From an optimization exercise on the open Yosys and OpenROAD flow, aimed at small area and few clock cycles; shortcuts taken in it are not production practice. Function was checked by simulation only, so behaviour that the tests miss may differ from the original. Power figures rest on the tool's default switching activity, not on a simulated workload.

## pot_oversample_ema_hysteresis_top
module pot_oversample_ema_hysteresis_top (
    input  logic                              clk,
    input  logic                              rst_n,
    input  logic                              in_valid,
    output logic                              in_ready,
    input  logic [14:0]                       in_req,
    output logic                              out_valid,
    input  logic                              out_ready,
    output logic [18:0]                       out_req,
    input  logic                              cfg_write,
    input  logic [pot_ema_pkg::CFG_IDX_W-1:0] cfg_index,
    input  logic [pot_ema_pkg::CFG_W-1:0]     cfg_data
);
    pot_ema_pkg::cfg_t cfg;
    pot_ema_pkg::out_t res;
    pot_ema_pkg::out_t tap;
    pot_ema_pkg::in_t  in_req_s;
    pot_ema_pkg::out_t out_req_s;
    assign in_req_s = in_req;
    assign out_req  = out_req_s;
    logic              res_valid;
    logic              res_full;
    pot_ema_cfg u_cfg (
  ...
For scale: about 550 flip-flops, about 20,000 um^2 of cells after synthesis.
Settings: LEC_CHECK=0, CAP_MARGIN=5, CORE_MARGIN=2, CORE_UTILIZATION=40, CTS_BUF_LIST=sky130_fd_sc_hd__clkbuf_8, CTS_CLUSTER_DIAMETER=60, CTS_CLUSTER_SIZE=20, GPL_TIMING_DRIVEN=0, SLEW_MARGIN=5; clock period 20.0 ns.
run.sh (not shown) runs the stock make flow with config.mk's settings and CLKGATE_MAP_FILE= SYNTH_SCRIPT=/design/flow/synth_recipe.tcl, a recipe that flattens the netlist after the stock synthesis.
Testbench counts at the start, summed over its fixed seeds: cycles 33,204.
Next try:
Settings changed: CORE_UTILIZATION 40 to 60, CTS_CLUSTER_DIAMETER 60 to 50, CTS_CLUSTER_SIZE 20 to 24.
Outcome: Power climbs by a few percent. Final area drops slightly. Clock power climbs by about a fifth. Sequential share of layout area climbs by 0.32 points. Die area drops by a quarter to a third.
Next try:
Settings changed: CTS_CLUSTER_DIAMETER 50 to 60, CTS_CLUSTER_SIZE 24 to 20.
After rerunning: The changed run went through all stages and came out clean; sequential power stays flat; non-clock buffer count went down by 1; core utilization went down by 0.81 points.
Next try:
Settings changed: CORE_UTILIZATION 60 to 75.
The new run passed the timing, design-rule and antenna checks.
Setup slack got worse by 0.074 ns.
First-iteration DRC count rises by about 60%.
Via count rises by about 5%.
Clock-buffer cell count rises by 1.
Clock power rises by about 4.6%.
Die area falls by about 20%.
Routed wire length rises by about 9%.
Power rises by 1.5%.
Final cell count falls by about 5%.

---

Another version of the RTL of pot_oversample_ema_hysteresis_top (not shown whole).
Size in the first run: ~560 flip-flops, ~58 I/O pins, roughly 21000 um^2 of cells after synthesis.
clock: 20.0 ns
lec_check: 0
cap_margin: 20
core_margin: 2
core_utilization: 40
cts_buf_list: sky130_fd_sc_hd__clkbuf_8
cts_cluster_diameter: 60
cts_cluster_size: 20
slew_margin: 20
Testbench counts at the start, summed over its fixed seeds: cycles 33,140.
Then changed:
- GPL_TIMING_DRIVEN: default -> 0
After rerunning: Power falls by 0.91%. Critical path depth falls by 4. Sequential power hardly moves. Utilization falls by 0.16 points. Setup slack got worse by 71 ps. Clock skew stays flat. Cell area falls by 0.35%.

---

RTL: one of the versions met above, not the one the previous note started from.
Size in the first run: about 1500 cells after synthesis, ~550 flip-flops, about 58 I/O pins, ~20000 um^2 of cells after synthesis.
make LEC_CHECK=0 CAP_MARGIN=5 CORE_MARGIN=2 CORE_UTILIZATION=40 CTS_BUF_LIST=sky130_fd_sc_hd__clkbuf_8 CTS_CLUSTER_DIAMETER=40 CTS_CLUSTER_SIZE=20 GPL_TIMING_DRIVEN=0 SLEW_MARGIN=5 finish   # period 20.0 ns
Testbench counts at the start, summed over its fixed seeds: cycles 33,204.
Then changed:
Settings changed: CORE_UTILIZATION 40 to 60, CTS_BUF_LIST sky130_fd_sc_hd__clkbuf_8 to sky130_fd_sc_hd__clkbuf_4 sky130_fd_sc_hd__clkbuf_8, CTS_CLUSTER_DIAMETER 40 to 60.
What happened: Register-to-register slack gains 0.05 ns; die area is lower by about 33%; global-route usage went up by 6.7 points; total power fell by about 12%; worst hold slack hardly moves; setup slack loses 0.0033 ns; synthesized cell count is unchanged; count of clock-buffer cells in the layout went down by 14; sequential cell count does not change.

afterwards: timing with drivers on the ports:
Ports are ideal in the flow. The routed layouts listed here were re-timed in OpenROAD.
Step 1 sets driving cells, clkbuf_16 on the clock port and buf_2 on the other inputs (assumed; they add their load-dependent delay and slew).
Step 2 also shifts input and output timing later by t, the mid clock arrival at the registers, as if the neighbouring blocks saw the same clock.
a / b / c = ideal ports / drivers / drivers and shift; a / b = the first two.
run | shift t [ns] | slack for setup (ns) | hold WS [ns] | worst data-port slew with drivers (ns) | cell pins on the clock port's net
the first run of note 1 | 0.680 | 0.520 / 0.548 / -0.133 | 0.290 / 0.290 / 0.290 | 0.04 | 1
the second run of note 1 | 0.657 | 0.499 / 0.522 / -0.135 | 0.305 / 0.305 / 0.305 | 0.03 | 1
the third run of note 1 | 0.645 | 0.522 / 0.541 / -0.103 | 0.305 / 0.305 / 0.305 | 0.03 | 1
the fourth run of note 1 | 0.625 | 0.448 / 0.472 / -0.154 | 0.320 / 0.320 / 0.320 | 0.05 | 1
the first run of note 2 | 0.665 | 0.526 / 0.556 / -0.109 | 0.309 / 0.309 / 0.309 | 0.04 | 1
the second run of note 2 | 0.663 | 0.454 / 0.472 / -0.191 | 0.315 / 0.315 / 0.315 | 0.04 | 1
the first run of note 3 | 0.692 | 0.531 / 0.558 / -0.134 | 0.304 / 0.304 / 0.304 | 0.04 | 1
the second run of note 3 | 0.647 | 0.528 / 0.548 / -0.099 | 0.305 / 0.305 / 0.305 | 0.03 | 1
With both steps, setup timing fails in every run listed, where it was met with ideal ports. For the first run of note 3, which loses most, drivers alone change the setup slack by +0.027 ns; drivers and shift together by -0.665 ns.
